This is an optimization exercise on Yosys and OpenROAD, whose aim is a short achievable clock period and few clock cycles per item, not a production implementation.
In this exercise RTL edits were held to simulation tests only and were not proved equivalent to the original.

Design s_curve_stepper_ramp_core, start of the top module:
module s_curve_stepper_ramp_core #(
  parameter int RAMP_STEPS = 64
) (
  input  logic                   clk,
  input  logic                   rst_n,
  input  logic                   in_valid,
  output logic                   in_ready,
  input  logic [1:0]             in_command,
  input  logic [7:0]             in_table_index,
  input  logic [15:0]            in_table_value,
  input  logic signed [31:0]     in_steps,
  input  logic [15:0]            in_single_step_reload,
  output logic                   out_valid,
  input  logic                   out_ready,
  output logic [15:0]            out_reload,
  output logic [14:0]            out_compare,
  output logic                   out_direction,
  output logic                   out_timer_on,
  output logic                   out_moving,
  output logic [1:0]             out_phase,
  output logic signed [31:0]     out_position
);
  localparam logic [1:0] C_LOAD = 2'd0, C_REL = 2'd1, C_ABS = 2'd2, C_TICK = 2'd3;
  localparam logic [1:0] P_STOP = 2'd0, P_ACCEL = 2'd1, P_RUN = 2'd2, P_DECEL = 2'd3;
  localparam int          OF_D   = 4;
  localparam logic [3:0]  CR_LIM = 4'd5;    
  logic        in_ready_r;
  logic        acc;
  logic [3:0]  if_k [2];
  logic [31:0] if_a [2];
  logic [15:0] if_b [2];
  logic        if_wp, if_rp;
  logic [1:0]  if_cnt, if_cnt_nxt;
  logic        if_pop;
  logic [3:0]  in_k;
  logic [31:0] in_a;
  logic [15:0] in_b;
  assign in_k = {in_command == C_LOAD, in_command == C_REL, in_command == C_ABS,
                 in_command == C_TICK};
  assign in_a = (in_command == C_LOAD) ?
                {25'd0, (in_table_index[7:6] == 2'b00), in_table_index[5:0]} : in_steps;
  assign in_b = (in_command == C_LOAD) ? in_table_value : in_single_step_reload;
  assign in_ready   = in_ready_r;
  assign acc        = in_valid && in_ready_r;
  assign if_cnt_nxt = if_cnt + {1'b0, acc} - {1'b0, if_pop};
  logic        xv;
  logic        x_load, x_rel, x_abs, x_tick, x_move;
  logic [31:0] xa;
  logic [15:0] xb;
  logic        cons;
  logic        ok_r;
  logic        xok;     
  logic [3:0]  if_k_head;
  assign x_move    = x_rel || x_abs;
  ...
Size in the first run: ~1,800 flip-flops.
export LEC_CHECK = 0
export ABC_CLOCK_PERIOD_IN_PS = 3000
export CAP_MARGIN = 20
export CORE_MARGIN = 2
export CORE_UTILIZATION = 70
export CTS_CLUSTER_DIAMETER = 100
export CTS_CLUSTER_SIZE = 25
export SLEW_MARGIN = 20
export SYNTH_MEMORY_MAX_BITS = 8192
create_clock -name core_clock -period 10.0 [get_ports {clk}]
standard.sh (not shown) runs the stock make flow with config.mk's settings and CLKGATE_MAP_FILE= SYNTH_SCRIPT=/design/flow/synth_recipe.tcl, a recipe that flattens the netlist after the stock synthesis.
==> flow/flow/run.sh <==
#!/bin/bash
# Standard synthesis and layout, with timing repair aimed well below the
# clock period (the SDC is the standard flow's, unchanged).
set -euo pipefail
MARGIN=${MARGIN:-7.1}
bash standard.sh synth > synth.log 2>&1
bash standard.sh SETUP_SLACK_MARGIN=$MARGIN finish > layout.log 2>&1
The baseline ran to the end with no violations.
Testbench counts at the start, summed over its fixed seeds: cycles 44,413, items 44,261.
Change:
--- a/flow/design.v
+++ b/flow/design.v
@@ -337,19 +337,30 @@
   assign of_nz  = (of_cnt != 3'd0);
   assign o_free = !ov || out_ready;
   assign o_load = o_free && (of_nz || tv);
   assign bypass = o_free && !of_nz && tv;
   assign cr_nxt = cr + {3'd0, cons} - {3'd0, taken_d};
   always_ff @(posedge clk) begin
     if (tv) of_d[of_wp] <= t_res;
   end
+  logic [RW-1:0] o_src, o_h;
+  logic [14:0]   oc_r;
+  assign o_src = of_nz ? of_d[of_rp] : t_res;
   always_ff @(posedge clk) begin
-    if (!rst_n) o_r <= '0;
-    else if (o_load) o_r <= of_nz ? of_d[of_rp] : t_res;
+    if (o_load) o_h <= o_src;
+  end
+  always_ff @(posedge clk) begin
+    if (!rst_n) begin
+      o_r  <= '0;
+      oc_r <= '1;
+    end else begin
+      o_r  <= o_load ? o_src : o_h;
+      oc_r <= o_load ? o_src[52:38] : o_h[52:38];
+    end
   end
   always_ff @(posedge clk) begin
     if (!rst_n) begin
       of_wp   <= '0;
       of_rp   <= '0;
       of_cnt  <= '0;
       ov      <= 1'b0;
       taken_d <= 1'b0;
@@ -363,15 +374,15 @@
       taken_d <= ov && out_ready;
       cr      <= cr_nxt;
       ok_r    <= cons ? (taken_d ? (cr < CR_LIM) : (cr < CR_LIM - 4'd1))
                       : (taken_d ? (cr <= CR_LIM) : (cr < CR_LIM));
     end
   end
   assign out_valid     = ov;
   assign out_reload    = o_r[52:37];
-  assign out_compare   = o_r[52:38];
+  assign out_compare   = oc_r;
   assign out_direction = o_r[36];
   assign out_timer_on  = o_r[35];
   assign out_moving    = o_r[34];
   assign out_phase     = o_r[33:32];
   assign out_position  = o_r[31:0];
 endmodule
Effect: Worst setup slack improves by 0.044 ns; maximum frequency climbs slightly; die area rises by a few percent; global-route usage is about the same; final area is higher slightly; count of clock-buffer cells in the layout grows by 6.
Testbench counts after the change, summed over its fixed seeds: cycles 44,413, items 44,261.

## port drivers added, routing unchanged
How much do the figures lean on ideal ports? The routed layouts below were timed once more, with nothing changed but the port constraints.
Step 1 sets driving cells, clkbuf_16 on the clock port and buf_2 on the other inputs (assumed; they add their load-dependent delay and slew).
Step 2 adds t to the input delays and takes it off the output delays; t is the mean of the earliest and latest rising clock arrival at the registers after step 1. Input paths then give back, and output paths get back, about the clock's delay inside the block.
Three values: no drivers, after step 1, after step 2; two values: the first two.
| run | t (ns) | setup WS [ns] | worst setup path after step 2 |
|---|---|---|---|
| the first run | 0.777 | 6.768 / 6.697 / 6.074 | input to register |
| the second run | 0.772 | 6.813 / 6.742 / 6.287 | input to register |
After both steps setup and hold are still met in every run listed. The setup slack of the first run, which loses most, moves by -0.071 ns with the drivers and by -0.694 ns with both steps.
